This design comes from an exercise in tuning for small area, a short achievable clock period and few clock cycles per item on the open sky130 flow, not from production work.
The RTL was checked by simulation tests, not by an equivalence proof against the original design.
No activity file was given, so power comes from the tool's default toggle rates.

rev 12:
==> flow/design.v <==
`default_nettype none
package battleship_pkg;
    localparam int BOARD_SIZE  = 10;
    localparam int COORD_W     = 4;
    localparam int NUM_SHIPS   = 5;
    localparam int SHIP_IDX_W  = 3;
    localparam int SHIP_LEN_W  = 3;
    localparam int FLEET_CELLS = 17;
    localparam int HITS_W      = 5;
    localparam logic [NUM_SHIPS*SHIP_LEN_W-1:0] SHIP_LENGTHS =
        {3'd2, 3'd3, 3'd3, 3'd4, 3'd5};
    typedef enum logic [1:0] {
        CELL_EMPTY = 2'b00,
        CELL_MISS  = 2'b01,
        CELL_HIT   = 2'b10,
        CELL_SHIP  = 2'b11
    } cell_t;
    typedef enum logic [3:0] {
        RES_PLACED,
        RES_OFF_BOARD,
        RES_OVERLAP,
        RES_WRONG_PLAYER,
        RES_MISS,
        RES_HIT,
        RES_REPEAT,
        RES_WIN,
        RES_GAME_OVER
    } result_t;
endpackage
`default_nettype wire
`timescale 1ns/100ps
`default_nettype none
module battleship (
    input  logic                                clk,
    input  logic                                reset,
    input  logic                                cmd_valid,
    output logic                                cmd_ready,
    input  logic                                player,
    input  logic                                direction,
    input  logic [battleship_pkg::COORD_W-1:0]  row,
    input  logic [battleship_pkg::COORD_W-1:0]  col,
    output logic                                result_valid,
    output battleship_pkg::result_t             result,
    output logic                                game_over,
    output logic                                winner
);
    localparam int N = battleship_pkg::BOARD_SIZE;
    function automatic logic [3:0] span_of(input int i);
        case (i)
            0: span_of = 4'd4;
            1: span_of = 4'd3;
            2: span_of = 4'd2;
            3: span_of = 4'd2;
            default: span_of = 4'd1;
        endcase
    endfunction
    function automatic logic [3:0] addk(input logic [3:0] a, input logic [3:0] k);
        addk = 4'd0;
        for (int v = 0; v < 16; v++)
            if (a == 4'(v))
                addk = 4'(v) + k;
    endfunction
    function automatic logic ge4(input logic [3:0] x, input logic [3:0] t);
        logic [3:0] g, p;
        g = x & ~t;
        p = x | ~t;
        ge4 = g[3] | (p[3] & g[2]) | (p[3] & p[2] & g[1]) | (p[3] & p[2] & p[1] & p[0]);
    endfunction
    logic           place_phase;     
    logic           expected;        
    logic           act;             
    logic           game_over_q, winner_q, rv_q;
    logic           hit_p, hit_pb;   
    logic           f_go, f_wp, f_pl, f_off, f_a, f_b, f_last;
    logic [4:0]     idx;             
    logic [4:0]     hits0, hits1;    
    logic [N-1:0]   shot0 [0:N-1];   
    logic [N-1:0]   shot1 [0:N-1];
    logic [3:0]     sr0 [0:4];       
    logic [3:0]     sc0 [0:4];
    logic           sd0 [0:4];
    logic [3:0]     sr1 [0:4];
    logic [3:0]     sc1 [0:4];
    logic           sd1 [0:4];
    logic [3:0] lim;             
    logic       last;            
    logic [3:0] r0 [0:4];
    logic [3:0] c0 [0:4];
    logic [3:0] r1 [0:4];
    logic [3:0] c1 [0:4];
    logic [4:0] valid;
    always_comb
    begin
        lim = idx[0] ? 4'd5 : idx[1] ? 4'd6 : (idx[2] | idx[3]) ? 4'd7 : 4'd8;
        for (int i = 0; i < 5; i++)
            valid[i] = ~place_phase | ((idx >> (i + 1)) != 5'd0);
        last = act ? ((hits1 == 5'b11000) | ((hits1 == 5'b11100) & hit_p & hit_pb))
                   : ((hits0 == 5'b11000) | ((hits0 == 5'b11100) & hit_p & ~hit_pb));
        for (int i = 0; i < 5; i++)
        begin
            logic [3:0] er0, ec0, er1, ec1;
            er0   = sd0[i] ? sr0[i] : addk(sr0[i], span_of(i));
            ec0   = sd0[i] ? addk(sc0[i], span_of(i)) : sc0[i];
            er1   = sd1[i] ? sr1[i] : addk(sr1[i], span_of(i));
            ec1   = sd1[i] ? addk(sc1[i], span_of(i)) : sc1[i];
            r0[i] = act ? sr1[i] : sr0[i];
            c0[i] = act ? sc1[i] : sc0[i];
            r1[i] = act ? er1 : er0;
            c1[i] = act ? ec1 : ec0;
        end
    end
    logic [N-1:0] rsel, csel;
    logic         in_rng, fits;
    always_comb
        for (int i = 0; i < N; i++)
        begin
            rsel[i] = (row == 4'(i));
            csel[i] = (col == 4'(i));
        end
    assign in_rng = (row < 4'd10) && (col < 4'd10);
    assign fits   = in_rng && ge4(lim, direction ? col : row);
    logic [3:0] re, ce, rx, cx;
    always_comb
    begin
        rx = ({4{idx[0]}} & addk(row, 4)) | ({4{idx[1]}} & addk(row, 3)) |
             ({4{idx[2] | idx[3]}} & addk(row, 2)) | ({4{idx[4]}} & addk(row, 1)) |
             ({4{~|idx}} & row);
        cx = ({4{idx[0]}} & addk(col, 4)) | ({4{idx[1]}} & addk(col, 3)) |
             ({4{idx[2] | idx[3]}} & addk(col, 2)) | ({4{idx[4]}} & addk(col, 1)) |
             ({4{~|idx}} & col);
        re = direction ? row : rx;
        ce = direction ? cx : col;
    end
    logic probe, overlap, is_ship;
    always_comb
    begin
        probe = 1'b0;
        for (int i = 0; i < 5; i++)
            if (valid[i] && ge4(r1[i], row) && ge4(re, r0[i]) && ge4(c1[i], col) && ge4(ce, c0[i]))
                probe = 1'b1;
    end
    assign overlap = probe;
    assign is_ship = probe;
    logic         is_shot;
    logic [N-1:0] rv0, rv1;
    always_comb
    begin
        for (int i = 0; i < N; i++)
        begin
            rv0[i] = |(shot0[i] & csel);
            rv1[i] = |(shot1[i] & csel);
        end
        is_shot = act ? |(rv1 & rsel) : |(rv0 & rsel);
    end
    logic [3:0] res;
    logic       do_place, do_shot, do_hit, do_miss, do_win, shoot_ok;
    assign shoot_ok = ~place_phase & (player == expected);
    always_comb
    begin
        do_place = ~game_over_q & (player == expected) & place_phase & fits & ~overlap;
        do_shot  = ~game_over_q & (player == expected) & ~place_phase & in_rng;
        do_miss  = do_shot & ~is_shot & ~is_ship;
        do_hit   = do_shot & ~is_shot & is_ship;
        do_win   = do_hit & last;
    end
    assign expected = act ^ ~place_phase;
    logic accept;
    assign accept = cmd_valid;   
    always_ff @(posedge clk)
    begin
        if (reset)
        begin
            place_phase <= 1'b1;
            act         <= 1'b0;
            game_over_q <= 1'b0;
            rv_q        <= 1'b0;
            idx         <= 5'b00001;
            hits0       <= 5'b00001;
            hits1       <= 5'b00001;
            hit_p       <= 1'b0;
        end
        else
        begin
            rv_q  <= accept;
            hit_p <= accept & do_hit;
            if (hit_p)
            begin
                if (hit_pb)
                    hits1 <= {hits1[3:0], hits1[4] ^ hits1[2]};
                else
                    hits0 <= {hits0[3:0], hits0[4] ^ hits0[2]};
            end
            if (accept)
            begin
                if (do_place)
                begin
                    if (idx[4])
                    begin
                        act <= 1'b1;
                        if (expected)
                        begin
                            place_phase <= 1'b0;
                            idx         <= 5'b00000;
                        end
                        else
                        begin
                            idx   <= 5'b00001;
                        end
                    end
                    else
                    begin
                        idx   <= {idx[3:0], 1'b0};
                    end
                end
                if (do_miss)
                begin
                    act      <= ~act;
                end
                if (do_win)
                    game_over_q <= 1'b1;
            end
        end
    end
    always_ff @(posedge clk)
    begin
        hit_pb <= act;
        if (!game_over_q)
            winner_q <= expected;
        f_go   <= game_over_q;
        f_wp   <= player != expected;
        f_pl   <= place_phase;
        f_off  <= place_phase ? ~fits : ~in_rng;
        f_a    <= place_phase ? overlap : is_shot;
        f_b    <= is_ship;
        f_last <= last;
    end
    always_comb
        if (f_go)
            res = battleship_pkg::RES_GAME_OVER;
        else if (f_wp)
            res = battleship_pkg::RES_WRONG_PLAYER;
        else if (f_off)
            res = battleship_pkg::RES_OFF_BOARD;
        else if (f_pl)
            res = f_a ? battleship_pkg::RES_OVERLAP : battleship_pkg::RES_PLACED;
        else if (f_a)
            res = battleship_pkg::RES_REPEAT;
        else if (!f_b)
            res = battleship_pkg::RES_MISS;
        else
            res = f_last ? battleship_pkg::RES_WIN : battleship_pkg::RES_HIT;
    always_ff @(posedge clk)
    begin
        for (int i = 0; i < N; i++)
            for (int j = 0; j < N; j++)
            begin
                if (reset)
                begin
                    shot0[i][j] <= 1'b0;
                    shot1[i][j] <= 1'b0;
                end
                else if (accept && shoot_ok && rsel[i] && csel[j])
                begin
                    if (act)
                        shot1[i][j] <= 1'b1;
                    else
                        shot0[i][j] <= 1'b1;
                end
            end
    end
    always_ff @(posedge clk)
    begin
        for (int i = 0; i < 5; i++)
            if (idx[i])
            begin
                if (expected)
                begin
                    sr1[i] <= row;
                    sc1[i] <= col;
                    sd1[i] <= direction;
                end
                else
                begin
                    sr0[i] <= row;
                    sc0[i] <= col;
                    sd0[i] <= direction;
                end
            end
    end
    assign cmd_ready    = 1'b1;
    assign result_valid = rv_q;
    assign result       = battleship_pkg::result_t'(res);
    assign game_over    = game_over_q;
    assign winner       = winner_q & game_over_q;
endmodule
`default_nettype wire
export LEC_CHECK = 0
export ABC_AREA = 1
export CAP_MARGIN = 20
export CORE_MARGIN = 2
export CORE_UTILIZATION = 55
export SETUP_SLACK_MARGIN = 3.5
export SLEW_MARGIN = 20
create_clock -name core_clock -period 6.0 [get_ports {clk}]
run.sh (not shown) runs the stock make flow with config.mk's settings and CLKGATE_MAP_FILE= SYNTH_SCRIPT=/design/flow/synth_recipe.tcl, a recipe that flattens the netlist after the stock synthesis.
Testbench counts of rev 12, summed over its fixed seeds: cycles 2,309, commands 2,269.
--- input diff rev 12..rev 13 ---
--- a/flow/config.mk
+++ b/flow/config.mk
@@ -10,4 +10,4 @@
 export CORE_MARGIN = 2
-export CORE_UTILIZATION = 55
-export SETUP_SLACK_MARGIN = 3.5
+export CORE_UTILIZATION = 40
+export SETUP_SLACK_MARGIN = 3.3
 export SLEW_MARGIN = 20
### Flow results
Run comparison: rev 13 endpoint of the worst setup timing path game_over_q; rev 12 endpoint of the worst setup timing path act
Between rev 12 and rev 13, total power density per cell area is lower for rev 12, rev 13 comes in above that.
Of rev 12 and rev 13, the run reporting the higher slew at the pin closest to its max-slew limit was rev 12.
On floorplan die area, rev 12 beats rev 13.
Rev 13: sequential share of cell area is 0.47 points higher than what rev 12 reported.
Via count: rev 13 vs rev 12 down about 2.4%
For the total global routing track utilization, rev 13 came in 9.4 points lower than rev 12 did.
Register area: rev 13 vs rev 12, no meaningful difference
Re register share of total power: rev 12 and rev 13 aren't equal, and the higher value belongs to rev 12.

[what the ideal ports hide]
No port has a modelled driver above. Below, the same layouts with a new extraction and two added sets of constraints.
Step 1 assumes that a clkbuf_16 drives the clock port and a buf_2 every other input.
Step 2, shift: input delay + t, output delay - t, t = (earliest + latest rising clock arrival at the registers) / 2. This alone moves slack from input paths to output paths.
Slacks: ideal / step 1 / step 2; pairs: ideal / step 1.
run	shift t [ns]	setup WS [ns]	hold slack, ns	worst setup path at the end	worst register clock-pin slew, ns
rev 12	0.586	3.039 / 3.025 / 2.439	0.404 / 0.404 / 0.404	input to register	0.06 / 0.06
rev 13	0.583	3.040 / 3.008 / 2.426	0.401 / 0.401 / 0.401	input to register	0.07 / 0.07
After both steps every run listed still meets setup and hold. For rev 13, which loses most, drivers alone change the setup slack by -0.032 ns; drivers and shift together by -0.614 ns.
